From an optimization exercise on the open Yosys and OpenROAD flow, aimed at small area, a short achievable clock period and few clock cycles per item; shortcuts taken in it are not production practice. No functional check of the RTL was part of any run shown here.

===== flow/config.mk =====
export PLATFORM = sky130hd
export DESIGN_NAME = aes_sbox_lanes
export DESIGN_NICKNAME = aes_sbox_lanes
export VERILOG_FILES = /design/flow/design.v
export SDC_FILE = /design/flow/constraint.sdc
export NUM_CORES = 4
export LEC_CHECK = 0
export ABC_CLOCK_PERIOD_IN_PS = 4000
export CAP_MARGIN = 20
export CORE_MARGIN = 2
export CORE_UTILIZATION = 40
export SETUP_SLACK_MARGIN = 5
export SLEW_MARGIN = 20
export TNS_END_PERCENT = 100

===== flow/constraint.sdc =====
create_clock -name core_clock -period 9.0 [get_ports {clock}]
set_input_delay 1.8000 -clock core_clock [delete_from_list [all_inputs] [get_ports {clock}]]
set_output_delay 1.8000 -clock core_clock [all_outputs]
set_load 0.01 [all_outputs]

===== flow/design.v =====
module aes_sbox_lane (
    input  logic        clk_i,
    input  logic [7:0]  s0_i,
    input  logic [7:0]  s1_i,
    input  logic [15:0] rnd_i,
    output logic [7:0]  s0_o,
    output logic [7:0]  s1_o
);
    function automatic logic [7:0] gmul(input logic [7:0] a, input logic [7:0] b);
        logic [7:0] p, x;
        p = '0;
        x = a;
        for (int i = 0; i < 8; i++) begin
            p = b[i] ? p ^ x : p;
            x = {x[6:0], 1'b0} ^ (x[7] ? 8'h1b : 8'h00);
        end
        gmul = p;
    endfunction
    function automatic logic [3:0] g16_mul(input logic [3:0] a, input logic [3:0] b);
        logic [3:0] p, x;
        p = '0;
        x = a;
        for (int i = 0; i < 4; i++) begin
            p = b[i] ? p ^ x : p;
            x = {x[2:0], 1'b0} ^ (x[3] ? 4'h3 : 4'h0);
        end
        g16_mul = p;
    endfunction
    function automatic logic [3:0] g16_inv(input logic [3:0] a);
        case (a)
            4'd0: g16_inv = 4'd0;
            4'd1: g16_inv = 4'd1;
            4'd2: g16_inv = 4'd9;
            4'd3: g16_inv = 4'd14;
            4'd4: g16_inv = 4'd13;
            4'd5: g16_inv = 4'd11;
            4'd6: g16_inv = 4'd7;
            4'd7: g16_inv = 4'd6;
            4'd8: g16_inv = 4'd15;
            4'd9: g16_inv = 4'd2;
            4'd10: g16_inv = 4'd12;
            4'd11: g16_inv = 4'd5;
            4'd12: g16_inv = 4'd10;
            4'd13: g16_inv = 4'd4;
            4'd14: g16_inv = 4'd3;
            4'd15: g16_inv = 4'd8;
            default: g16_inv = 4'd0;
        endcase
    endfunction
    function automatic logic [7:0] sq(input logic [7:0] a);
        sq[0] = a[0] ^ a[4] ^ a[6];
        sq[1] = a[4] ^ a[6] ^ a[7];
        sq[2] = a[1] ^ a[5];
        sq[3] = a[4] ^ a[5] ^ a[6] ^ a[7];
        sq[4] = a[2] ^ a[4] ^ a[7];
        sq[5] = a[5] ^ a[6];
        sq[6] = a[3] ^ a[5];
        sq[7] = a[6] ^ a[7];
    endfunction
    function automatic logic [7:0] p4(input logic [7:0] a);
        p4[0] = a[0] ^ a[2] ^ a[3] ^ a[5] ^ a[6] ^ a[7];
        p4[1] = a[2] ^ a[3] ^ a[4] ^ a[5] ^ a[6];
        p4[2] = a[4] ^ a[5] ^ a[7];
        p4[3] = a[2] ^ a[3] ^ a[4];
        p4[4] = a[1] ^ a[2] ^ a[4] ^ a[5] ^ a[6];
        p4[5] = a[3] ^ a[6];
        p4[6] = a[4] ^ a[7];
        p4[7] = a[3] ^ a[5] ^ a[6] ^ a[7];
    endfunction
    function automatic logic [7:0] p8(input logic [7:0] a);
        p8[0] = a[0] ^ a[1] ^ a[3];
        p8[1] = a[1] ^ a[2] ^ a[3];
        p8[2] = a[2] ^ a[4] ^ a[5];
        p8[3] = a[1] ^ a[2] ^ a[6];
        p8[4] = a[1] ^ a[2] ^ a[3] ^ a[5];
        p8[5] = a[3] ^ a[4] ^ a[6] ^ a[7];
        p8[6] = a[2] ^ a[4] ^ a[6];
        p8[7] = a[3] ^ a[4] ^ a[5] ^ a[6];
    endfunction
    function automatic logic [7:0] p16(input logic [7:0] a);
        p16[0] = a[0] ^ a[4] ^ a[5] ^ a[6];
        p16[1] = a[1];
        p16[2] = a[1] ^ a[2] ^ a[4] ^ a[6] ^ a[7];
        p16[3] = a[1] ^ a[3] ^ a[4] ^ a[6] ^ a[7];
        p16[4] = a[1] ^ a[5] ^ a[6];
        p16[5] = a[2] ^ a[3] ^ a[7];
        p16[6] = a[1] ^ a[2] ^ a[3] ^ a[4] ^ a[7];
        p16[7] = a[2] ^ a[3] ^ a[5];
    endfunction
    function automatic logic [7:0] p64(input logic [7:0] a);
        p64[0] = a[0] ^ a[1] ^ a[6];
        p64[1] = a[2] ^ a[3] ^ a[4] ^ a[5] ^ a[6];
        p64[2] = a[1] ^ a[6] ^ a[7];
        p64[3] = a[1] ^ a[2] ^ a[3] ^ a[5] ^ a[6];
        p64[4] = a[2] ^ a[5] ^ a[7];
        p64[5] = a[2] ^ a[6];
        p64[6] = a[1] ^ a[2] ^ a[3] ^ a[6];
        p64[7] = a[2] ^ a[5] ^ a[6] ^ a[7];
    endfunction
    function automatic logic [7:0] lin(input logic [7:0] a);
        lin[0] = a[0] ^ a[4] ^ a[5] ^ a[6] ^ a[7];
        lin[1] = a[0] ^ a[1] ^ a[5] ^ a[6] ^ a[7];
        lin[2] = a[0] ^ a[1] ^ a[2] ^ a[6] ^ a[7];
        lin[3] = a[0] ^ a[1] ^ a[2] ^ a[3] ^ a[7];
        lin[4] = a[0] ^ a[1] ^ a[2] ^ a[3] ^ a[4];
        lin[5] = a[1] ^ a[2] ^ a[3] ^ a[4] ^ a[5];
        lin[6] = a[2] ^ a[3] ^ a[4] ^ a[5] ^ a[6];
        lin[7] = a[3] ^ a[4] ^ a[5] ^ a[6] ^ a[7];
    endfunction
    function automatic logic [7:0] lin_p64(input logic [7:0] a);
        lin_p64[0] = a[0] ^ a[3];
        lin_p64[1] = a[0] ^ a[4] ^ a[6] ^ a[7];
        lin_p64[2] = a[0] ^ a[1] ^ a[2] ^ a[4] ^ a[6];
        lin_p64[3] = a[0] ^ a[1] ^ a[2] ^ a[4] ^ a[5] ^ a[6];
        lin_p64[4] = a[0] ^ a[1] ^ a[2] ^ a[4] ^ a[5];
        lin_p64[5] = a[4] ^ a[5];
        lin_p64[6] = a[1];
        lin_p64[7] = a[2] ^ a[5];
    endfunction
    function automatic logic [7:0] to_t(input logic [7:0] a);
        to_t[0] = a[0] ^ a[5] ^ a[7];
        to_t[1] = a[2];
        to_t[2] = a[2] ^ a[3] ^ a[4] ^ a[5] ^ a[6] ^ a[7];
        to_t[3] = a[3] ^ a[4];
        to_t[4] = a[4] ^ a[5] ^ a[6];
        to_t[5] = a[1] ^ a[4] ^ a[6] ^ a[7];
        to_t[6] = a[2] ^ a[3] ^ a[5] ^ a[7];
        to_t[7] = a[5] ^ a[7];
    endfunction
    function automatic logic [7:0] p8_from_t(input logic [7:0] a);
        p8_from_t[0] = a[0] ^ a[1] ^ a[4] ^ a[5] ^ a[6] ^ a[7];
        p8_from_t[1] = a[4] ^ a[5] ^ a[6];
        p8_from_t[2] = a[2] ^ a[3] ^ a[4] ^ a[7];
        p8_from_t[3] = a[2] ^ a[3] ^ a[4] ^ a[5];
        p8_from_t[4] = a[2] ^ a[5];
        p8_from_t[5] = a[1] ^ a[4] ^ a[6];
        p8_from_t[6] = a[1] ^ a[2] ^ a[6];
        p8_from_t[7] = a[1] ^ a[4] ^ a[6] ^ a[7];
    endfunction
    function automatic logic [7:0] lin_from_t(input logic [7:0] a);
        lin_from_t[0] = a[0] ^ a[2] ^ a[6];
        lin_from_t[1] = a[0] ^ a[1] ^ a[2] ^ a[3] ^ a[4] ^ a[5];
        lin_from_t[2] = a[0] ^ a[3] ^ a[5] ^ a[6];
        lin_from_t[3] = a[0] ^ a[2] ^ a[5];
        lin_from_t[4] = a[0] ^ a[1] ^ a[3] ^ a[4] ^ a[5];
        lin_from_t[5] = a[1] ^ a[2] ^ a[3] ^ a[5] ^ a[6] ^ a[7];
        lin_from_t[6] = a[4] ^ a[6] ^ a[7];
        lin_from_t[7] = a[1] ^ a[2];
    endfunction
    function automatic logic [3:0] g16_lsq(input logic [3:0] a);
        g16_lsq[0] = a[2];
        g16_lsq[1] = a[1] ^ a[2] ^ a[3];
        g16_lsq[2] = a[1];
        g16_lsq[3] = a[0] ^ a[2] ^ a[3];
    endfunction
    function automatic logic [3:0] g16_sq(input logic [3:0] a);
        g16_sq[0] = a[0] ^ a[2];
        g16_sq[1] = a[2];
        g16_sq[2] = a[1] ^ a[3];
        g16_sq[3] = a[3];
    endfunction
    logic [7:0] x;
    logic [7:0] x_q1;
    logic [7:0] a;
    logic [7:0] a_q1;
    logic [7:0] r0;
    logic [7:0] r0_q1;
    logic [7:0] r0_q2;
    logic [7:0] r1;
    logic [7:0] r1_q1;
    logic [7:0] r1_q2;
    logic [7:0] x2;
    logic [7:0] x3;
    logic [7:0] x3_q2;
    logic [7:0] g1;
    logic [7:0] g1_q2;
    logic [7:0] tx;
    logic [7:0] tx_q2;
    logic [7:0] tx_q3;
    logic [7:0] tx_q4;
    logic [7:0] xa;
    logic [7:0] r1p;
    logic [7:0] g2;
    logic [7:0] g2_q3;
    logic [7:0] xb;
    logic [7:0] xb_q3;
    logic [7:0] zc;
    logic [7:0] zcp;
    logic [7:0] zcp_q3;
    logic [7:0] zd;
    logic [7:0] t;
    logic [7:0] t_q3;
    logic [7:0] t_q4;
    logic [7:0] g3;
    logic [7:0] g3_q4;
    logic [3:0] d;
    logic [3:0] d_q4;
    logic [7:0] x8;
    logic [7:0] m4;
    logic [7:0] l4;
    logic [3:0] di;
    logic [7:0] sb;
    logic [7:0] tsb;
    logic [7:0] o1;
    logic [7:0] o0;
    always_comb begin
        x   = s0_i ^ s1_i;
        a   = sq(s1_i);
        r0  = rnd_i[7:0];
        r1  = rnd_i[15:8];
    end
    always_ff @(posedge clk_i) begin
        x_q1 <= x;
        a_q1 <= a;
        r0_q1 <= r0;
        r1_q1 <= r1;
    end
    always_comb begin
        x2  = sq(x_q1);
        x3  = gmul(x2, x_q1);
        g1  = gmul(a_q1, x_q1) ^ r0_q1;
        tx  = to_t(x_q1);
    end
    always_ff @(posedge clk_i) begin
        r0_q2 <= r0_q1;
        r1_q2 <= r1_q1;
        x3_q2 <= x3;
        g1_q2 <= g1;
        tx_q2 <= tx;
    end
    always_comb begin
        xa  = p64(x3_q2);
        r1p = p64(r1_q2);
        g2  = gmul(g1_q2, xa) ^ r1p;
        xb  = p16(x3_q2);
        zc  = r0_q2 ^ {r1_q2[3:0], r1_q2[7:4]};
        zcp = p4(zc);
        zd  = r1_q2 ^ {r0_q2[4:0], r0_q2[7:5]};
        t   = lin(zd) ^ 8'h63;
    end
    always_ff @(posedge clk_i) begin
        tx_q3 <= tx_q2;
        g2_q3 <= g2;
        xb_q3 <= xb;
        zcp_q3 <= zcp;
        t_q3 <= t;
    end
    always_comb begin
        g3  = gmul(g2_q3, xb_q3) ^ zcp_q3;
        d   = g16_lsq(tx_q3[7:4]) ^ g16_mul(tx_q3[7:4], tx_q3[3:0]) ^ g16_sq(tx_q3[3:0]);
    end
    always_ff @(posedge clk_i) begin
        tx_q4 <= tx_q3;
        t_q4 <= t_q3;
        g3_q4 <= g3;
        d_q4 <= d;
    end
    always_comb begin
        x8  = p8_from_t(tx_q4);
        m4  = gmul(g3_q4, x8);
        l4  = lin_p64(m4);
        di  = g16_inv(d_q4);
        sb  = lin_from_t({g16_mul(tx_q4[7:4], di), g16_mul(tx_q4[7:4] ^ tx_q4[3:0], di)});
        tsb = t_q4 ^ sb ^ 8'h63;
        o1  = l4 ^ t_q4;
        o0  = l4 ^ tsb;
    end
    assign s0_o = o0;
    assign s1_o = o1;
endmodule
module aes_sbox_lanes (
    input  logic        clock,
    input  logic        reset,
    input  logic        in_valid,
    output logic        in_ready,
    input  logic [31:0] in_share0,
    input  logic [31:0] in_share1,
    input  logic        rnd_valid,
    output logic        rnd_ready,
    input  logic [63:0] rnd_data,
    input  logic [63:0] prng_seed,
    output logic        out_valid,
    input  logic        out_ready,
    output logic [31:0] out_share0,
    output logic [31:0] out_share1,
    output logic [3:0]  credits_used
);
    localparam int LAT = 4;    
    logic              accept, pop, push;
    logic [31:0]       core_o0, core_o1;
    logic [LAT-1:0]    v_q;
    logic [3:0]        cred_q, cnt_q;
    logic [2:0]        wr_q, rd_q;
    logic [63:0]       mem_q [8];
    logic              unused_seed;
    assign unused_seed  = ^prng_seed;
    assign accept       = in_valid & rnd_valid & in_ready;
    assign rnd_ready    = accept;
    assign in_ready     = ~cred_q[3] & ~reset;
    assign credits_used = cred_q;
    for (genvar l = 0; l < 4; l++) begin : g_lane
        aes_sbox_lane u_lane (
            .clk_i (clock),
            .s0_i  (in_share0[8*l +: 8]),
            .s1_i  (in_share1[8*l +: 8]),
            .rnd_i (rnd_data[16*l +: 16]),
            .s0_o  (core_o0[8*l +: 8]),
            .s1_o  (core_o1[8*l +: 8])
        );
    end
    assign push       = v_q[LAT-1];
    assign out_valid  = (cnt_q != 4'd0) & ~reset;
    assign pop        = out_valid & out_ready;
    assign out_share0 = mem_q[rd_q][31:0];
    assign out_share1 = mem_q[rd_q][63:32];
    always_ff @(posedge clock) begin
        if (reset) begin
            v_q    <= '0;
            cred_q <= '0;
            cnt_q  <= '0;
            wr_q   <= '0;
            rd_q   <= '0;
        end else begin
            v_q    <= LAT'({v_q, accept});
            cred_q <= cred_q + 4'(accept) - 4'(pop);
            cnt_q  <= cnt_q + 4'(push) - 4'(pop);
            wr_q   <= wr_q + 3'(push);
            rd_q   <= rd_q + 3'(pop);
        end
    end
    always_ff @(posedge clock) begin
        if (push) mem_q[wr_q] <= {core_o1, core_o0};
    end
endmodule

===== flow/run.sh =====
#!/bin/bash
# synth_recipe.tcl (not shown) runs the flow's synth.tcl, then flattens the netlist and writes it again
# the make line also repeats each setting of config.mk as NAME=value (left out here)
make -C /OpenROAD-flow-scripts/flow DESIGN_CONFIG=/design/flow/config.mk WORK_HOME=/design/flow/orfs CLKGATE_MAP_FILE= SYNTH_SCRIPT=/design/flow/synth_recipe.tcl finish

==> key figures, run 1 <==
CTS
  • CTS Hold Bufs: 0
  • Worst skew pair latency: 0.77 ns
  • Num Clock Sinks: 1090
  • Clock-pin slew on the worst setup and hold paths: 0.06 ns
  • CTS tree: done
  • H-tree depth: 3
  • Num CTS Buffers: 119
  • Clock Path Buffers: 3
  • Root Buffer: clkbuf_16

Setup path
  • Setup crit start kind: flip-flop
  • R2R Path End: mem_q[3][2]$_DFFE_PP_
  • Critical Path End Type: primary output
  • WP data required: 7.20 ns
  • Worst r2r path cells: 9
  • Reg2reg start: g_lane[0].u_lane.tx_q4[7]$_DFF_P_
  • WS Path Type: flip-flop to primary output
  • CP max FO: 5
  • Setup slack, reg-to-reg: 5.14 ns
  • Arr. time, crit path: 2.63 ns

Placement
  • Inst Count DP: 8885
  • Pre-CTS WS: 3.57 ns
  • Port Buf Inserts: 203
  • Final GP Congestion: 0.896
  • Hpwl dp: 108000 um
  • Placed standard-cell area: 71900 um2

Routing
  • DRT Pass-1 Iters: 6
  • Drt total wl: 163000 um
  • Drt drc: 0
  • Number of routed nets with antenna violations: 0
  • Via/cell ratio: 5.10
  • DRT iter0 DRCs: 2931
  • WL/cell: 17.8 um
  • Vias: 46826

Synth
  • Dominant synthesized flop cell: dfxtp_1
  • Ys Warns: 2
  • Mapped cell area: 68300 um2
  • Post-synthesis cell count: 6862
  • Syn_area_per_cell: 9.96 um2
  • Number of synthesized flops with an enable pin: 512
  • Count of cell types in the netlist: 82
  • Register area share after synthesis: 39.4%
  • Flops & latches, synth: 1090
  • Syn_nets: 7102
  • Post-synth ARST share: 0%

STA
  • Worst hold slack: 0.314 ns
  • Max-slew violations: 0
  • Fin crit share: 49.2%
  • Hold Vio Cnt, Final: 0
  • F_max: 0.226 GHz
  • Clock Skews: 0.0459 ns
  • RSZ-0062 raised after global routing: true
  • Final Worst Setup Slack: 4.57 ns
  • Worst-Margin Slew: 1.09 ns
  • Setup violators final: 0
  • Setup TNS: 0 ns
  • Tmin final: 4.43 ns
  • Worst rel slew slack: 26.9%

Floorplanning
  • FP Rows: 151
  • Total core area: 169000 um2
  • Io pins: 268
  • Die ar.: 174000 um2
  • Die Y: 417 um
  • Starting density of the core: 40.3%
  • Chip width: 417 um

GRT
  • Vias in the first global route: 45284
  • Pin count of the biggest net entering global routing: 60
  • GRT Total Usage: 18.4%
  • Most used routing layer: met2
  • Grt ovf: 0
  • Initial antenna violation count: 0
  • First-pass GRT wire length: 257000 um
  • Global routing usage on met3: 2.12%
  • GR Layer Usage met2: 32.0%
  • Met1 GRT Util: 24.0%

Finish
  • Area Growth Syn to Fin: 14.9%
  • Post-layout util: 46.3%
  • Number of diodes: 0
  • Most frequent cells in the layout: 1613 x xnor2_1, 828 x nand2_1, 606 x xor2_1
  • Layout cells sized above 1: 11.2%
  • Post-Layout Cell Count: 9190
  • Most common cell after layout, fill and taps aside: xnor2_1
  • NumNets Final: 7106
  • Post-route cell area: 78500 um2

Outcome
  • Status: timing/DRC/antenna clean

Min path
  • WHS Endpoint: g_lane[2].u_lane.tx_q3[2]$_DFF_P_
  • Hold Startpoint: g_lane[2].u_lane.tx_q2[2]$_DFF_P_
  • WHS Path Cells: 0
  • Hold Path Class: flip-flop to flip-flop

Run
  • Max-cap violations: 0
-- timing repair --
item / 4_1_cts / 5_1_grt
resized for setup: 510 / 105
cloned: 19 / 0
setup buffers: 43 / 16
pin swaps: 2 / 5
setup endpoints to repair: 435 / 377
-- sequential cells by signal, indices dropped and copies added (netlist names), 32 cells and up --
register,cells
g_lane.u_lane.a_q1,32
g_lane.u_lane.g1_q2,32
g_lane.u_lane.g2_q3,32
g_lane.u_lane.g3_q4,32
g_lane.u_lane.r0_q1,32
g_lane.u_lane.r0_q2,32
g_lane.u_lane.r1_q1,32
g_lane.u_lane.r1_q2,32
g_lane.u_lane.t_q3,32
g_lane.u_lane.t_q4,32
g_lane.u_lane.tx_q2,32
g_lane.u_lane.tx_q3,32
g_lane.u_lane.tx_q4,32
g_lane.u_lane.x3_q2,32
g_lane.u_lane.x_q1,32
g_lane.u_lane.xb_q3,32
g_lane.u_lane.zcp_q3,32
mem_q,512
-- how the worst max path moves through the flow --
stage                                   from             end  slack (ns)  cells past startpoint
after global routing      rd_q[0]$_SDFF_PP0_  out_share1[30]        4.49                      8
after global placement                 reset       rnd_ready        3.60                      4
final                     rd_q[0]$_SDFF_PP0_  out_share0[23]        4.57                      7
after floorplan                        reset       rnd_ready        4.94                      3
after CTS                 rd_q[0]$_SDFF_PP0_  out_share1[27]        4.47                      8
after detailed placement               reset       rnd_ready        3.57                      4
-- synthesized netlist by cell type (69+ instances only) --
| master | instances | share of area [%] |
|---|---|---|
| xnor2_1 | 1654 | 21 |
| nand2_1 | 828 | 4.5 |
| xor2_1 | 626 | 8.0 |
| dfxtp_1 | 578 | 17 |
| edfxtp_1 | 512 | 22 |
| nor2_1 | 491 | 2.7 |
| clkbuf_1 | 350 | 1.9 |
| o21ai_0 | 265 | 1.9 |
| a21oi_1 | 255 | 1.9 |
| mux4_2 | 132 | 4.4 |
| inv_1 | 92 | 0.51 |
| a22oi_1 | 83 | 0.91 |
| mux2_2 | 81 | 1.3 |
| buf_1 | 75 | 0.41 |
| nor3_1 | 69 | 0.51 |
-- cell type report --
type | instances | area, um2
Clock buffer | 148 | 3300
Multi-Input combinational cell | 5208 | 40200
Inverter | 103 | 387
Tap cell | 2218 | 2780
Fill cell | 15587 | 90900
Timing Repair Buffer | 344 | 4020
Sequential cell | 1090 | 27000
Clock inverter | 79 | 817
-- worst max-delay path, stage by stage (launching register included) --
cell and delay, ns:
dfxtp_4 0.37, buf_12 0.13, buf_12 0.14, buf_8 0.12, buf_16 0.13, mux4_2 0.50
mux2_4 0.32, buf_6 0.14
-- metal layers --
metal	routed length [um]	up-vias
met3	6200	227
li1	-	23063
met1	71900	22537
met5	0	-
met4	4340	0
met2	80900	999
-- cell families (layout without fill, tap and decap cells) --
family                   Yosys count  after routing  synth area share, %
adder cells (fa/ha/maj)           44             44                0.824
multiplexers                     273            273                 6.56
AO/OA/AOI/OAI                    908            908                 8.22
flip-flops                      1090           1090                 39.4
AND/OR/NAND/NOR                 1614           1614                 9.76
buffers and inverters            564            674                 3.19
XOR/XNOR                        2369           2369                 32.0
==> inputs of run 2 (changes only) <==
--- a/flow/design.v
+++ b/flow/design.v
@@ -289,9 +289,13 @@
     logic              accept, pop, push;
     logic [31:0]       core_o0, core_o1;
     logic [LAT-1:0]    v_q;
-    logic [3:0]        cred_q, cnt_q;
-    logic [2:0]        wr_q, rd_q;
-    logic [63:0]       mem_q [8];
+    logic [3:0]        cred_q;
+    logic              head_v_q;
+    logic [63:0]       head_q;
+    logic [2:0]        cnt_q;             
+    logic [2:0]        wr_q, rd_q;        
+    logic [63:0]       ring_q [7];
+    logic              ring_rd, ring_wr, head_ld, head_from_ring;
     logic              unused_seed;
     assign unused_seed  = ^prng_seed;
     assign accept       = in_valid & rnd_valid & in_ready;
@@ -309,26 +313,35 @@
         );
     end
     assign push       = v_q[LAT-1];
-    assign out_valid  = (cnt_q != 4'd0) & ~reset;
+    assign out_valid  = head_v_q & ~reset;
     assign pop        = out_valid & out_ready;
-    assign out_share0 = mem_q[rd_q][31:0];
-    assign out_share1 = mem_q[rd_q][63:32];
+    assign out_share0 = head_q[31:0];
+    assign out_share1 = head_q[63:32];
+    always_comb begin
+        ring_rd        = pop & (cnt_q != 3'd0);
+        head_from_ring = ring_rd;
+        head_ld        = ring_rd | (push & (pop | ~head_v_q));
+        ring_wr        = push & ~(head_ld & ~head_from_ring);
+    end
     always_ff @(posedge clock) begin
         if (reset) begin
-            v_q    <= '0;
-            cred_q <= '0;
-            cnt_q  <= '0;
-            wr_q   <= '0;
-            rd_q   <= '0;
+            v_q      <= '0;
+            cred_q   <= '0;
+            head_v_q <= 1'b0;
+            cnt_q    <= '0;
+            wr_q     <= '0;
+            rd_q     <= '0;
         end else begin
-            v_q    <= LAT'({v_q, accept});
-            cred_q <= cred_q + 4'(accept) - 4'(pop);
-            cnt_q  <= cnt_q + 4'(push) - 4'(pop);
-            wr_q   <= wr_q + 3'(push);
-            rd_q   <= rd_q + 3'(pop);
+            v_q      <= LAT'({v_q, accept});
+            cred_q   <= cred_q + 4'(accept) - 4'(pop);
+            head_v_q <= head_ld | (head_v_q & ~pop);
+            cnt_q    <= cnt_q + 3'(ring_wr) - 3'(ring_rd);
+            wr_q     <= !ring_wr ? wr_q : (wr_q == 3'd6) ? 3'd0 : wr_q + 3'd1;
+            rd_q     <= !ring_rd ? rd_q : (rd_q == 3'd6) ? 3'd0 : rd_q + 3'd1;
         end
     end
     always_ff @(posedge clock) begin
-        if (push) mem_q[wr_q] <= {core_o1, core_o0};
+        if (head_ld) head_q <= head_from_ring ? ring_q[rd_q] : {core_o1, core_o0};
+        if (ring_wr) ring_q[wr_q] <= {core_o1, core_o0};
     end
 endmodule
--- a/flow/config.mk
+++ b/flow/config.mk
@@ -8,7 +8,7 @@
 export ABC_CLOCK_PERIOD_IN_PS = 4000
 export CAP_MARGIN = 20
 export CORE_MARGIN = 2
-export CORE_UTILIZATION = 40
-export SETUP_SLACK_MARGIN = 5
+export CORE_UTILIZATION = 50
+export SETUP_SLACK_MARGIN = 4.9
 export SLEW_MARGIN = 20
 export TNS_END_PERCENT = 100
==> key figures, run 2 <==
GRT
  • Initial antenna violation count: 2 (was 0)
  • First-pass GRT wire length: 252000 um (was 257000 um)
  • GRT Total Usage: 22.1% (was 18.4%)
  • Pin count of the biggest net entering global routing: 85 (was 60)
  • Grt ovf: 0 (unchanged)
  • Vias in the first global route: 45365 (was 45284)

STA
  • F_max: 0.244 GHz (was 0.226 GHz)
  • RSZ-0062 raised after global routing: true (unchanged)
  • Fin crit share: 45.5% (was 49.2%)
  • Worst rel slew slack: 31.5% (was 26.9%)
  • Tmin final: 4.10 ns (was 4.43 ns)
  • Worst-Margin Slew: 1.02 ns (was 1.09 ns)
  • Clock Skews: 0.0672 ns (was 0.0459 ns)
  • Setup violators final: 0 (unchanged)
  • Max-slew violations: 0 (unchanged)
  • Setup TNS: 0 ns (unchanged)
  • Hold Vio Cnt, Final: 0 (unchanged)

Finish
  • Layout cells sized above 1: 7.94% (was 11.2%)
  • Number of diodes: 0 (unchanged)
  • NumNets Final: 7286 (was 7106)
  • Max FFs per register: 448 (was 512)
  • FILL cells: 11873 (was 15587)
  • Largest Register: ring_q (was mem_q)
  • Biggest regs: ring_q: 448 flops, head_q: 64 flops
  • Post-Layout Cell Count: 8936 (was 9190)
  • Most frequent cells in the layout: 1553 x xnor2_1, 953 x nand2_1, 600 x xor2_1 (was 1613 x xnor2_1, 828 x nand2_1, 606 x xor2_1)
  • Area Growth Syn to Fin: 11.8% (was 14.9%)
  • Most common cell after layout, fill and taps aside: xnor2_1 (unchanged)
  • Post-route cell area: 76600 um2 (was 78500 um2)

Min path
  • Hold Startpoint: g_lane[0].u_lane.tx_q2[2]$_DFF_P_ (was g_lane[2].u_lane.tx_q2[2]$_DFF_P_)
  • Hold Path Class: flip-flop to flip-flop (unchanged)

Synth
  • Count of cell types in the netlist: 70 (was 82)
  • Most frequent cell after synthesis: xnor2_1 (unchanged)
  • Syn_nets: 7370 (was 7102)
  • Syn_area_per_cell: 9.60 um2 (was 9.96 um2)
  • Yosys top cell area share: 22.4% (was 22.5%)
  • Register area share after synthesis: 39.4% (about the same)
  • Post-synthesis cell count: 7138 (was 6862)
  • Post-synth ARST share: 0% (unchanged)
  • Dominant synthesized flop cell: dfxtp_1 (unchanged)
  • Top cells by area, synth: edfxtp_1 22%, xnor2_1 21%, dfxtp_1 17% (unchanged)
  • Most instantiated cells after synthesis: 1613 x xnor2_1, 955 x nand2_1, 621 x xor2_1, 581 x dfxtp_1, 512 x edfxtp_1 (was 1654 x xnor2_1, 828 x nand2_1, 626 x xor2_1, 578 x dfxtp_1, 512 x edfxtp_1)
  • Flops & latches, synth: 1093 (was 1090)
  • Ys Warns: 2 (unchanged)
  • Leading area contributor after synthesis: edfxtp_1 (unchanged)
  • Mapped cell area: 68500 um2 (was 68300 um2)
  • Number of synthesized flops with an enable pin: 512 (unchanged)

CTS
  • CTS tree: done (unchanged)
  • Worst skew pair latency: 0.76 ns (was 0.77 ns)
  • Root Buffer: clkbuf_16 (unchanged)
  • Clock-pin slew on the worst setup and hold paths: 0.06 ns (about the same)
  • Num Clock Sinks: 1093 (was 1090)
  • CTS Hold Bufs: 0 (unchanged)
  • Clock Path Buffers: 3 (unchanged)
  • Num CTS Buffers: 117 (was 119)
  • H-tree depth: 3 (unchanged)

Routing
  • Number of routed nets with antenna violations: 0 (unchanged)
  • Vias: 48076 (was 46826)
  • DRT met1 WL: 74700 um (was 71900 um)
  • DRT Pass-1 Iters: 6 (unchanged)
  • Drt drc: 0 (unchanged)
  • Drt total wl: 160000 um (was 163000 um)
  • Met2 Wirelength: 74400 um (was 80900 um)
  • DRT iter0 DRCs: 3697 (was 2931)
  • Wire length on met3: 7690 um (was 6200 um)
  • Max layer used: met4 (unchanged)
  • Via/cell ratio: 5.38 (was 5.10)
  • WL/cell: 17.9 um (was 17.8 um)

Floorplanning
  • Io pins: 268 (unchanged)
  • Starting density of the core: 50.5% (was 40.3%)
  • FP Rows: 135 (was 151)
  • Total core area: 136000 um2 (was 169000 um2)
  • Die ar.: 140000 um2 (was 174000 um2)
  • Chip width: 374 um (was 417 um)
  • Die Y: 374 um (was 417 um)

Setup path
  • Arr. time, crit path: 2.30 ns (was 2.63 ns)
  • Crit path max-delay family: simple AND/OR/NAND/NOR gates (was multiplexers)
  • Reg2reg start: g_lane[0].u_lane.tx_q4[6]$_DFF_P_ (was g_lane[0].u_lane.tx_q4[7]$_DFF_P_)
  • Setup crit start kind: input pin (was flip-flop)
  • Worst Setup SP: reset (was rd_q[0]$_SDFF_PP0_)
  • Crit-path cells: buf_16 -> nor2_4 -> and3_4 -> buf_6 (was buf_12 -> buf_12 -> buf_8 -> buf_16 -> mux4_2 -> mux2_4 -> buf_6)
  • Worst path bufs/invs: 2 (was 5)
  • CP max FO: 7 (was 5)
  • WS Path Type: input pin to primary output (was flip-flop to primary output)
  • Crit-path slowest cell: and3_4 (was mux4_2)
  • Slowest Stage Delay on Critical Path: 0.19 ns (was 0.50 ns)
  • WP data required: 7.20 ns (about the same)
  • Critical Path End Type: primary output (unchanged)

Placement
  • Final GP Congestion: 0.861 (was 0.896)
  • Hpwl dp: 107000 um (was 108000 um)
  • Port Buf Inserts: 203 (unchanged)
  • Inst Count DP: 8689 (was 8885)
  • Placed standard-cell area: 71500 um2 (was 71900 um2)

Outcome
  • Status: timing/DRC/antenna clean (unchanged)

Run
  • Max-cap violations: 0 (unchanged)
-- run 2: final timing paths --
kind | cells past startpoint | endpoint | slack (ns)
hold / removal | 0 | g_lane[0].u_lane.tx_q3[2]$_DFF_P_ | 0.31
hold reg to reg | 0 | g_lane[0].u_lane.tx_q3[2]$_DFF_P_ | 0.31
setup reg to reg | 11 | head_q[1]$_DFFE_PP_ | 5.02
setup / recovery | 4 | rnd_ready | 4.90
-- run 2: worst register-to-register path, cell delays in order, from the launching register on --
cell and delay (ns):
dfxtp_4 0.48, xor3_2 0.58, buf_4 0.20, nand2b_1 0.09, xnor2_1 0.13, xnor3_1 0.24, xnor3_1 0.29, xnor3_1 0.49
xor3_2 0.50, xnor3_1 0.53, nor2_1 0.13, a21oi_1 0.06
-- run 2: layout make-up --
cell class                 instances  area, um2  area share, %
clock buffer                     159       3270           4.27
clock inverter                    61        659          0.860
inverter                         121        457          0.596
multi-input combinational       5436      40200           52.5
sequential                      1093      27100           35.4
tap                             1781       2230           2.91
timing repair buffer             285       2700           3.52
-- run 2: through the flow --
stage / hold slack (ns) / setup slack [ns] / utilization, %
after floorplan: 0.310 / 4.29 / -
after global placement: 0.310 / 2.86 / 52.6
after detailed placement: 0.312 / 2.83 / 52.6
after CTS: 0.310 / 4.78 / 56.1
after global routing: 0.329 / 4.85 / 56.4
final: 0.305 / 4.90 / 56.4
-- run 2: kinds of logic after synthesis --
logic type,share of synthesized area (%)
flops,39.4
xor+xnor,31.6
buf+inv,3.39
mux,4.84
simple gates,10.2
fa+ha+maj,0.676
compound gates,9.86
-- run 2: metal layers --
layer / vias to the layer above / GRT usage (%)
met1: 23047 / 31.2
met2: 1116 / 36.1
met4: 0 / 5.36
li1: 23720 / -
met5: - / 0
met3: 193 / 2.64
-- run 2: repair_timing --
item	4_1_cts	5_1_grt
setup buffers	7	18
endpoints found under the setup margin	790	290
resized for setup	158	55
gates cloned	1	1
pin swaps	6	11
==> inputs of run 3 (changes only) <==
--- a/flow/design.v
+++ b/flow/design.v
@@ -160,41 +160,37 @@
         g16_sq[3] = a[3];
     endfunction
     logic [7:0] x;
-    logic [7:0] x_q1;
     logic [7:0] a;
-    logic [7:0] a_q1;
     logic [7:0] r0;
     logic [7:0] r0_q1;
-    logic [7:0] r0_q2;
     logic [7:0] r1;
     logic [7:0] r1_q1;
-    logic [7:0] r1_q2;
     logic [7:0] x2;
     logic [7:0] x3;
-    logic [7:0] x3_q2;
+    logic [7:0] x3_q1;
     logic [7:0] g1;
-    logic [7:0] g1_q2;
+    logic [7:0] g1_q1;
     logic [7:0] tx;
+    logic [7:0] tx_q1;
     logic [7:0] tx_q2;
     logic [7:0] tx_q3;
-    logic [7:0] tx_q4;
     logic [7:0] xa;
     logic [7:0] r1p;
     logic [7:0] g2;
-    logic [7:0] g2_q3;
+    logic [7:0] g2_q2;
     logic [7:0] xb;
-    logic [7:0] xb_q3;
+    logic [7:0] xb_q2;
     logic [7:0] zc;
     logic [7:0] zcp;
-    logic [7:0] zcp_q3;
+    logic [7:0] zcp_q2;
     logic [7:0] zd;
     logic [7:0] t;
+    logic [7:0] t_q2;
     logic [7:0] t_q3;
-    logic [7:0] t_q4;
     logic [7:0] g3;
-    logic [7:0] g3_q4;
+    logic [7:0] g3_q3;
     logic [3:0] d;
-    logic [3:0] d_q4;
+    logic [3:0] d_q3;
     logic [7:0] x8;
     logic [7:0] m4;
     logic [7:0] l4;
@@ -208,61 +204,53 @@
         a   = sq(s1_i);
         r0  = rnd_i[7:0];
         r1  = rnd_i[15:8];
+        x2  = sq(x);
+        x3  = gmul(x2, x);
+        g1  = gmul(a, x) ^ r0;
+        tx  = to_t(x);
     end
     always_ff @(posedge clk_i) begin
-        x_q1 <= x;
-        a_q1 <= a;
         r0_q1 <= r0;
         r1_q1 <= r1;
+        x3_q1 <= x3;
+        g1_q1 <= g1;
+        tx_q1 <= tx;
     end
     always_comb begin
-        x2  = sq(x_q1);
-        x3  = gmul(x2, x_q1);
-        g1  = gmul(a_q1, x_q1) ^ r0_q1;
-        tx  = to_t(x_q1);
-    end
-    always_ff @(posedge clk_i) begin
-        r0_q2 <= r0_q1;
-        r1_q2 <= r1_q1;
-        x3_q2 <= x3;
-        g1_q2 <= g1;
-        tx_q2 <= tx;
-    end
-    always_comb begin
-        xa  = p64(x3_q2);
-        r1p = p64(r1_q2);
-        g2  = gmul(g1_q2, xa) ^ r1p;
-        xb  = p16(x3_q2);
-        zc  = r0_q2 ^ {r1_q2[3:0], r1_q2[7:4]};
+        xa  = p64(x3_q1);
+        r1p = p64(r1_q1);
+        g2  = gmul(g1_q1, xa) ^ r1p;
+        xb  = p16(x3_q1);
+        zc  = r0_q1 ^ {r1_q1[3:0], r1_q1[7:4]};
         zcp = p4(zc);
-        zd  = r1_q2 ^ {r0_q2[4:0], r0_q2[7:5]};
+        zd  = r1_q1 ^ {r0_q1[4:0], r0_q1[7:5]};
         t   = lin(zd) ^ 8'h63;
     end
     always_ff @(posedge clk_i) begin
-        tx_q3 <= tx_q2;
-        g2_q3 <= g2;
-        xb_q3 <= xb;
-        zcp_q3 <= zcp;
-        t_q3 <= t;
+        tx_q2 <= tx_q1;
+        g2_q2 <= g2;
+        xb_q2 <= xb;
+        zcp_q2 <= zcp;
+        t_q2 <= t;
     end
     always_comb begin
-        g3  = gmul(g2_q3, xb_q3) ^ zcp_q3;
-        d   = g16_lsq(tx_q3[7:4]) ^ g16_mul(tx_q3[7:4], tx_q3[3:0]) ^ g16_sq(tx_q3[3:0]);
+        g3  = gmul(g2_q2, xb_q2) ^ zcp_q2;
+        d   = g16_lsq(tx_q2[7:4]) ^ g16_mul(tx_q2[7:4], tx_q2[3:0]) ^ g16_sq(tx_q2[3:0]);
     end
     always_ff @(posedge clk_i) begin
-        tx_q4 <= tx_q3;
-        t_q4 <= t_q3;
-        g3_q4 <= g3;
-        d_q4 <= d;
+        tx_q3 <= tx_q2;
+        t_q3 <= t_q2;
+        g3_q3 <= g3;
+        d_q3 <= d;
     end
     always_comb begin
-        x8  = p8_from_t(tx_q4);
-        m4  = gmul(g3_q4, x8);
+        x8  = p8_from_t(tx_q3);
+        m4  = gmul(g3_q3, x8);
         l4  = lin_p64(m4);
-        di  = g16_inv(d_q4);
-        sb  = lin_from_t({g16_mul(tx_q4[7:4], di), g16_mul(tx_q4[7:4] ^ tx_q4[3:0], di)});
-        tsb = t_q4 ^ sb ^ 8'h63;
-        o1  = l4 ^ t_q4;
+        di  = g16_inv(d_q3);
+        sb  = lin_from_t({g16_mul(tx_q3[7:4], di), g16_mul(tx_q3[7:4] ^ tx_q3[3:0], di)});
+        tsb = t_q3 ^ sb ^ 8'h63;
+        o1  = l4 ^ t_q3;
         o0  = l4 ^ tsb;
     end
     assign s0_o = o0;
@@ -285,7 +273,7 @@
     output logic [31:0] out_share1,
     output logic [3:0]  credits_used
 );
-    localparam int LAT = 4;    
+    localparam int LAT = 3;    
     logic              accept, pop, push;
     logic [31:0]       core_o0, core_o1;
     logic [LAT-1:0]    v_q;
==> key figures, run 3 <==
STA
  • Worst-Margin Slew: 1.06 ns (was 1.02 ns)
  • Max-slew violations: 0 (unchanged)
  • Fin crit share: 45.4% (was 45.5%)
  • Tmin final: 4.08 ns (was 4.10 ns)
  • Setup TNS: 0 ns (unchanged)
  • Hold Vio Cnt, Final: 0 (unchanged)
  • Setup violators final: 0 (unchanged)
  • Clock Skews: 0.0591 ns (was 0.0672 ns)
  • RSZ-0062 raised after global routing: true (unchanged)
  • F_max: 0.245 GHz (was 0.244 GHz)
  • Worst rel slew slack: 28.8% (was 31.5%)

Synth
  • Flops & latches, synth: 964 (was 1093)
  • Most instantiated cells after synthesis: 1647 x xnor2_1, 795 x nand2_1, 659 x nor2_1, 526 x xor2_1, 512 x edfxtp_1 (was 1613 x xnor2_1, 955 x nand2_1, 621 x xor2_1, 581 x dfxtp_1, 512 x edfxtp_1)
  • Syn_area_per_cell: 9.36 um2 (was 9.60 um2)
  • Leading area contributor after synthesis: edfxtp_1 (unchanged)
  • Syn_nets: 7336 (was 7370)
  • Top cells by area, synth: edfxtp_1 23%, xnor2_1 22%, dfxtp_1 14% (was edfxtp_1 22%, xnor2_1 21%, dfxtp_1 17%)
  • Post-synthesis cell count: 7104 (was 7138)
  • Most frequent cell after synthesis: xnor2_1 (unchanged)
  • Number of synthesized flops with an enable pin: 512 (unchanged)
  • Yosys top cell area share: 23.1% (was 22.4%)
  • Ys Warns: 2 (unchanged)
  • Register area share after synthesis: 36.7% (was 39.4%)
  • Count of cell types in the netlist: 78 (was 70)
  • Mapped cell area: 66500 um2 (was 68500 um2)
  • Dominant synthesized flop cell: edfxtp_1 (was dfxtp_1)
  • Post-synth ARST share: 0% (unchanged)

Routing
  • WL/cell: 18.5 um (was 17.9 um)
  • Number of routed nets with antenna violations: 0 (unchanged)
  • DRT Pass-1 Iters: 5 (was 6)
  • Via/cell ratio: 5.47 (was 5.38)
  • Vias: 48711 (was 48076)
  • Drt drc: 0 (unchanged)
  • Drt total wl: 164000 um (was 160000 um)
  • DRT iter0 DRCs: 3823 (was 3697)

Finish
  • Layout cells sized above 1: 9.46% (was 7.94%)
  • Largest Register: ring_q (unchanged)
  • Max FFs per register: 448 (unchanged)
  • Register Area: 24500 um2 (was 27100 um2)
  • FILL cells: 11484 (was 11873)
  • NumNets Final: 7297 (was 7286)
  • Post-layout util: 57.1% (was 56.4%)
  • Number of diodes: 0 (unchanged)
  • Most frequent cells in the layout: 1551 x xnor2_1, 789 x nand2_1, 647 x nor2_1 (was 1553 x xnor2_1, 953 x nand2_1, 600 x xor2_1)
  • Area of the multi-input gates: 41500 um2 (was 40200 um2)
  • Biggest regs: ring_q: 448 flops, head_q: 64 flops (unchanged)
  • Most common cell after layout, fill and taps aside: xnor2_1 (unchanged)
  • Area Growth Syn to Fin: 13.3% (was 11.8%)

Setup path
  • WS Path Type: input pin to primary output (unchanged)
  • Setup crit start kind: input pin (unchanged)
  • Arr. time, crit path: 2.28 ns (was 2.30 ns)
  • WP data required: 7.20 ns (about the same)
  • Worst r2r path cells: 10 (was 11)
  • Critical Path End Type: primary output (unchanged)
  • CP max FO: 3 (was 7)

CTS
  • CTS tree: done (unchanged)
  • H-tree depth: 3 (unchanged)
  • Worst skew pair latency: 0.72 ns (was 0.76 ns)
  • Root Buffer: clkbuf_16 (unchanged)
  • Clock-pin slew on the worst setup and hold paths: 0.06 ns (about the same)
  • Clock Path Buffers: 3 (unchanged)
  • Num CTS Buffers: 102 (was 117)
  • Num Clock Sinks: 964 (was 1093)

Floorplanning
  • Die Y: 369 um (was 374 um)
  • Chip width: 369 um (was 374 um)
  • Io pins: 268 (unchanged)
  • Total core area: 132000 um2 (was 136000 um2)
  • Starting density of the core: 50.4% (was 50.5%)
  • FP Rows: 133 (was 135)
  • Die ar.: 136000 um2 (was 140000 um2)

GRT
  • First-pass GRT wire length: 261000 um (was 252000 um)
  • Vias in the first global route: 46277 (was 45365)
  • Grt ovf: 0 (unchanged)
  • Initial antenna violation count: 2 (unchanged)
  • GRT Total Usage: 23.7% (was 22.1%)
  • Pin count of the biggest net entering global routing: 88 (was 85)

Min path
  • WHS Path Cells: 0 (unchanged)
  • Hold Path Class: flip-flop to flip-flop (unchanged)

Run
  • Max-cap violations: 0 (unchanged)

Outcome
  • Status: timing/DRC/antenna clean (unchanged)

Placement
  • Hpwl dp: 109000 um (was 107000 um)
  • Port Buf Inserts: 203 (unchanged)
  • Final GP Congestion: 0.865 (was 0.861)
==> run 3: through the flow <==
stage	setup slack (ns)	cell area (um2)	instances	hold slack, ns
2_1_floorplan	4.29	66700	7104	0.310
3_3_place_gp	2.83	69900	8658	0.311
3_5_place_dp	2.83	69900	8658	0.312
4_1_cts	4.63	74300	8872	0.306
5_1_grt	4.74	75300	8910	0.320
6_report	4.92	75300	8910	0.306
==> run 3: kinds of logic (layout without fill, tap and decap cells) <==
kind of cell	Yosys count	count (layout)	synth area share (%)
muxes	243	243	5.08
DFF	964	964	36.7
buffers and inverters	581	627	3.35
and+or+nand+nor	1791	1796	11.1
xor gates and xnor gates	2276	2276	32.0
AOI/OAI and AO/OA	1211	1211	11.0
adders and majority gates	38	38	0.726
==> run 3: layout make-up <==
| cell class | count | area share, % |
|---|---|---|
| clock buffer | 138 | 3.84 |
| clock inverter | 56 | 0.894 |
| inverter | 90 | 0.483 |
| multi-input combinational | 5564 | 55.0 |
| sequential | 964 | 32.6 |
| tap | 1755 | 2.92 |
| timing repair buffer | 340 | 4.26 |
| timing repair inverter | 3 | 0.0199 |
==> run 3: path summary, 6_finish.rpt <==
kind	startpoint	end	slack [ns]
worst max-delay path	reset	rnd_ready	4.92
worst min-delay path	g_lane[1].u_lane.tx_q1[6]$_DFF_P_	g_lane[1].u_lane.tx_q2[6]$_DFF_P_	0.31
worst max register to register	g_lane[0].u_lane.tx_q3[2]$_DFF_P_	head_q[4]$_DFFE_PP_	4.95
worst min register to register	g_lane[1].u_lane.tx_q1[6]$_DFF_P_	g_lane[1].u_lane.tx_q2[6]$_DFF_P_	0.31
==> run 3: what timing repair did <==
| action | CTS | global route |
|---|---|---|
| gates resized for setup | 171 | 123 |
| pin swaps | 16 | 18 |
| hold buffers | 0 | 0 |
| gates cloned | 7 | 1 |
| buffers inserted | 13 | 37 |
| endpoints found under the setup margin | 946 | 223 |
==> run 3: routing by layer <==
metal  part of all wire (%)  track usage (%)  vias up
li1                       -                -    23936
met1                     47             34.6    23282
met2                     46             37.7     1299
met3                    5.4             2.89      194
met4                    1.8             5.24        0
met5                      0                0        -
==> run 3: critical path: stages <==
cell	delay, ns
buf_16	0.11
nor2_4	0.08
and3_4	0.19
buf_6	0.10
==> inputs of run 4 (changes only) <==
--- a/flow/design.v
+++ b/flow/design.v
@@ -282,7 +282,7 @@
     logic [63:0]       head_q;
     logic [2:0]        cnt_q;             
     logic [2:0]        wr_q, rd_q;        
-    logic [63:0]       ring_q [7];
+    logic [6:0][63:0]  ring_q;
     logic              ring_rd, ring_wr, head_ld, head_from_ring;
     logic              unused_seed;
     assign unused_seed  = ^prng_seed;
@@ -330,6 +330,7 @@
     end
     always_ff @(posedge clock) begin
         if (head_ld) head_q <= head_from_ring ? ring_q[rd_q] : {core_o1, core_o0};
-        if (ring_wr) ring_q[wr_q] <= {core_o1, core_o0};
+        for (int i = 0; i < 7; i++)
+            if (ring_wr && wr_q == 3'(i)) ring_q[i] <= {core_o1, core_o0};
     end
 endmodule
==> flow/flow/run.sh (new file) <==
#!/bin/bash
# Own layout flow: the standard flow, except that synthesis maps the logic with flow/abc.script
# (ABC's &dch/&nf mapping, which suits the XOR-heavy GF(2^8) arithmetic far better than
# abc_speed.script). The standard synthesis is also run, into orfs_ref/, and the registers of the
# two netlists are compared; if they differ the standard flow is used as it is.
set -uo pipefail
W=$PWD
sed -e "s#SYNTH_SCRIPT=[^ ]*#SYNTH_SCRIPT=$W/flow/synth.tcl#" standard.sh > my_synth.sh
sed -e "s#WORK_HOME=[^ ]*#WORK_HOME=$W/orfs_ref#" -e '/^if /,$d' standard.sh > ref_synth.sh
MY_ABC_SCRIPT=$W/flow/abc.script bash my_synth.sh synth > synth.log 2>&1 &
bash ref_synth.sh synth > ref_synth.log 2>&1
wait
RES=orfs/results/$FLOW_PLATFORM/aes_sbox_lanes/base
REF=orfs_ref/results/$FLOW_PLATFORM/aes_sbox_lanes/base
if ! python3 flow/regs.py $RES/1_2_yosys.v $REF/1_2_yosys.v > regs.log 2>&1; then
  echo "own synthesis differs from the standard one; using the standard flow" >> regs.log
  rm -rf orfs
fi
bash standard.sh > layout.log 2>&1
==> flow/flow/abc.script (new file) <==
&get -n
&st
&dch
&nf
&put
buffer -c
topo
stime -c
upsize -c
dnsize -c
==> flow/flow/regs.py (new file) <==
# regs.py A.v B.v: compares the flip-flops (instance name and cell type) of two netlists.
import re, sys
def regs(path):
    out = {}
    for cell, name in re.findall(r'^\s*(sky130_fd_sc_hd__\w*df\w*)\s+(\S+)\s*\(', open(path).read(), re.M):
        out[name] = re.sub(r'_\d+$', '', cell)
    return out
a, b = regs(sys.argv[1]), regs(sys.argv[2])
print(f"{len(a)} and {len(b)} flip-flops")
if a != b:
    print("registers differ:", sorted(set(a.items()) ^ set(b.items()))[:20])
    sys.exit(1)
print("registers match")
==> flow/flow/synth.tcl (new file) <==
# synth_recipe.tcl (the standard synthesis) with one change: Yosys's abc pass runs the ABC script
# named by MY_ABC_SCRIPT instead of ORFS's abc_speed.script. Registers are mapped before abc
# runs, so their names and cells are those of the standard synthesis.
proc synth {args} { yosys synth -nofsm -noshare {*}$args }
proc abc {args} {
  set i [lsearch -exact $args -script]
  if {$i >= 0} { lset args [expr {$i + 1}] $::env(MY_ABC_SCRIPT) }
  yosys abc {*}$args
}
source $::env(SCRIPTS_DIR)/synth.tcl
# left out here: clear keep_hierarchy, flatten, clean up, hide names made inside functions, write 1_2_yosys.v
==> flow/standard.sh (new file) <==
#!/bin/bash
# synth_recipe.tcl (not shown) runs the flow's synth.tcl, then flattens the netlist and writes it again
# the make line also repeats each setting of config.mk as NAME=value (left out here)
make -C /OpenROAD-flow-scripts/flow DESIGN_CONFIG=/design/flow/config.mk WORK_HOME=/design/flow/orfs CLKGATE_MAP_FILE= SYNTH_SCRIPT=/design/flow/synth_recipe.tcl "${@:-finish}"
removed: flow/run.sh
==> key figures, run 4 <==
Outcome
  • Status: timing/DRC/antenna clean (unchanged)

Synth
  • Top cells by area, synth: edfxtp_1 26%, xnor2_1 25%, dfxtp_1 15% (was edfxtp_1 23%, xnor2_1 22%, dfxtp_1 14%)
  • Most instantiated cells after synthesis: 1721 x xnor2_1, 921 x nor2_1, 704 x nand2_1, 644 x xor2_1, 512 x edfxtp_1 (was 1647 x xnor2_1, 795 x nand2_1, 659 x nor2_1, 526 x xor2_1, 512 x edfxtp_1)
  • Yosys top cell area share: 25.8% (was 23.1%)
  • Most frequent cell after synthesis: xnor2_1 (unchanged)
  • Dominant synthesized flop cell: edfxtp_1 (unchanged)
  • Syn_area_per_cell: 9.82 um2 (was 9.36 um2)
  • Register area share after synthesis: 40.8% (was 36.7%)
  • Number of synthesized flops with an enable pin: 512 (unchanged)
  • Ys Warns: 2 (unchanged)
  • Leading area contributor after synthesis: edfxtp_1 (unchanged)
  • Count of cell types in the netlist: 55 (was 78)
  • Mapped cell area: 59600 um2 (was 66500 um2)
  • Post-synth ARST share: 0% (unchanged)
  • Post-synthesis cell count: 6071 (was 7104)
  • Flops & latches, synth: 961 (was 964)
  • Syn_nets: 6304 (was 7336)

Finish
  • Biggest regs: ring_q: 448 flops, head_q: 64 flops (unchanged)
  • Post-layout util: 58.2% (was 57.1%)
  • FILL cells: 10201 (was 11484)
  • Most frequent cells in the layout: 1627 x xnor2_1, 917 x nor2_1, 702 x nand2_1 (was 1551 x xnor2_1, 789 x nand2_1, 647 x nor2_1)
  • NumNets Final: 6449 (was 7297)
  • Layout cells sized above 1: 8.44% (was 9.46%)
  • Area Growth Syn to Fin: 15.3% (was 13.3%)
  • Post-Layout Cell Count: 7844 (was 8910)
  • Most common cell after layout, fill and taps aside: xnor2_1 (unchanged)
  • Largest Register: ring_q (unchanged)
  • Max FFs per register: 448 (unchanged)

Run
  • Max-cap violations: 0 (unchanged)

GRT
  • Initial antenna violation count: 3 (was 2)
  • Pin count of the biggest net entering global routing: 65 (was 88)
  • Grt ovf: 0 (unchanged)
  • GRT Total Usage: 21.9% (was 23.7%)
  • First-pass GRT wire length: 214000 um (was 261000 um)
  • Vias in the first global route: 38435 (was 46277)

Placement
  • Inst Count DP: 7597 (was 8658)
  • Hpwl dp: 91700 um (was 109000 um)
  • Final GP Congestion: 0.840 (was 0.865)
  • Port Buf Inserts: 203 (unchanged)

Setup path
  • WS Path Type: input pin to primary output (unchanged)
  • WP data required: 7.20 ns (about the same)
  • Setup slack, reg-to-reg: 5.03 ns (was 4.95 ns)
  • Worst r2r path cells: 12 (was 10)
  • Critical Path End Type: primary output (unchanged)
  • Arr. time, crit path: 2.56 ns (was 2.28 ns)
  • Setup crit start kind: input pin (unchanged)
  • CP max FO: 2 (was 3)

Routing
  • DRT iter0 DRCs: 2179 (was 3823)
  • Via/cell ratio: 5.00 (was 5.47)
  • Drt drc: 0 (unchanged)
  • Drt total wl: 134000 um (was 164000 um)
  • Number of routed nets with antenna violations: 0 (unchanged)
  • DRT Pass-1 Iters: 6 (was 5)
  • Vias: 39218 (was 48711)
  • WL/cell: 17.1 um (was 18.5 um)

Floorplanning
  • Chip width: 349 um (was 369 um)
  • Die Y: 349 um (was 369 um)
  • Starting density of the core: 50.4% (about the same)
  • Total core area: 118000 um2 (was 132000 um2)
  • FP Rows: 126 (was 133)
  • Die ar.: 122000 um2 (was 136000 um2)
  • Io pins: 268 (unchanged)

STA
  • Hold Vio Cnt, Final: 0 (unchanged)
  • F_max: 0.229 GHz (was 0.245 GHz)
  • Worst-Margin Slew: 1.07 ns (was 1.06 ns)
  • Setup violators final: 0 (unchanged)
  • Setup TNS: 0 ns (unchanged)
  • Worst rel slew slack: 28.0% (was 28.8%)
  • Worst hold slack: 0.291 ns (was 0.306 ns)
  • Tmin final: 4.36 ns (was 4.08 ns)
  • Clock Skews: 0.0802 ns (was 0.0591 ns)
  • Fin crit share: 48.5% (was 45.4%)
  • RSZ-0062 raised after global routing: true (unchanged)
  • Max-slew violations: 0 (unchanged)

CTS
  • Clock-pin slew on the worst setup and hold paths: 0.06 ns (about the same)
  • H-tree depth: 3 (unchanged)
  • Num Clock Sinks: 961 (was 964)
  • Root Buffer: clkbuf_16 (unchanged)
  • Clock Path Buffers: 3 (unchanged)
  • Worst skew pair latency: 0.72 ns (about the same)
  • Num CTS Buffers: 104 (was 102)
  • CTS Hold Bufs: 0 (unchanged)
  • CTS tree: done (unchanged)

Min path
  • Hold Path Class: flip-flop to flip-flop (unchanged)
  • WHS Path Cells: 0 (unchanged)
-- run 4: cell types whose count changed after synthesis, sizes merged, moves of 77 or more --
cell,delta
xor2,+130
clkbuf,-183
nor2,+263
xnor2,+87
o21ai,-261
o22ai,-79
nand2,-91
a21oi,-245
nand3,-77
-- run 4: per-layer routing --
| metal | global-route usage [%] | share of wire [%] |
|---|---|---|
| met5 | 0 | 0.0097 |
| met4 | 5.48 | 1.9 |
| met2 | 36.0 | 47 |
| met3 | 2.98 | 4.8 |
| met1 | 30.4 | 47 |
-- run 4: cells by family after synthesis --
group	after synthesis	share of synthesized area, %
flops	961	40.8
buf+inv	331	2.23
mux	96	1.61
simple gates	1775	11.7
compound gates	395	4.23
xor+xnor	2477	38.6
fa+ha+maj	36	0.780
-- run 4: cell type report --
class,count,area (um2),area share [%]
Multi-Input combinational cell,4780,35600,51.7
Clock buffer,134,2860,4.16
Timing Repair inverter,1,7.51,0.0109
Antenna cell,2,5.00,0.00728
Sequential cell,961,24400,35.5
Inverter,62,236,0.344
Timing Repair Buffer,306,2950,4.29
Clock inverter,62,826,1.20
Tap cell,1536,1920,2.79
-- run 4: through the flow --
step                instance area (um2)  worst slack [ns]
floorplan                         60000              3.91
global route                      68800              4.61
global placement                  63300              2.93
detailed placement                63300              2.95
CTS                               67800              4.52
finish                            68800              4.64
-- run 4: worst paths after layout --
check | startpoint | to
hold / removal | g_lane[0].u_lane.t_q2[4]$_DFF_P_ | g_lane[0].u_lane.t_q3[4]$_DFF_P_
setup reg to reg | g_lane[0].u_lane.tx_q3[4]$_DFF_P_ | head_q[2]$_DFFE_PP_
setup / recovery | in_valid | rnd_ready
hold reg to reg | g_lane[0].u_lane.t_q2[4]$_DFF_P_ | g_lane[0].u_lane.t_q3[4]$_DFF_P_
-- run 4: worst max-delay path, stage by stage --
cell	delay, ns
clkdlybuf4s50_1	0.47
and3_4	0.19
buf_6	0.10
-- run 4: timing repair --
| item | CTS | global route |
|---|---|---|
| gates resized for setup | 125 | 106 |
| endpoints found under the setup margin | 718 | 208 |
| gates cloned | 2 | 0 |
| buffers inserted | 14 | 33 |
| pin swaps | 8 | 25 |

## port drivers added, routing unchanged
No port has a modelled driver above. Below, the same layouts with a new extraction and two added sets of constraints. Step 1, drivers: a clkbuf_16 drives clock and a buf_2 each remaining input, both assumed. Step 2 adds t to the input delays and takes it off the output delays; t is the mean of the earliest and latest rising clock arrival at the registers after step 1. Input paths then give back, and output paths get back, about the clock's delay inside the block. Slacks: ideal ports / drivers / drivers and shift; pairs: ideal ports / drivers.
run | shift t [ns] | slack for setup (ns) | worst slew at a driven data input, ns
run 1 | 0.816 | 4.573 / 4.498 / 4.854 | 0.06
run 2 | 0.812 | 4.901 / 4.838 / 4.344 | 0.09
run 3 | 0.768 | 4.917 / 4.849 / 4.281 | 0.09
run 4 | 0.748 | 4.639 / 4.613 / 4.309 | 0.04
After both steps every run listed still meets setup and hold. The setup slack of run 3, which loses most, moves by -0.068 ns with the drivers and by -0.636 ns with both steps.
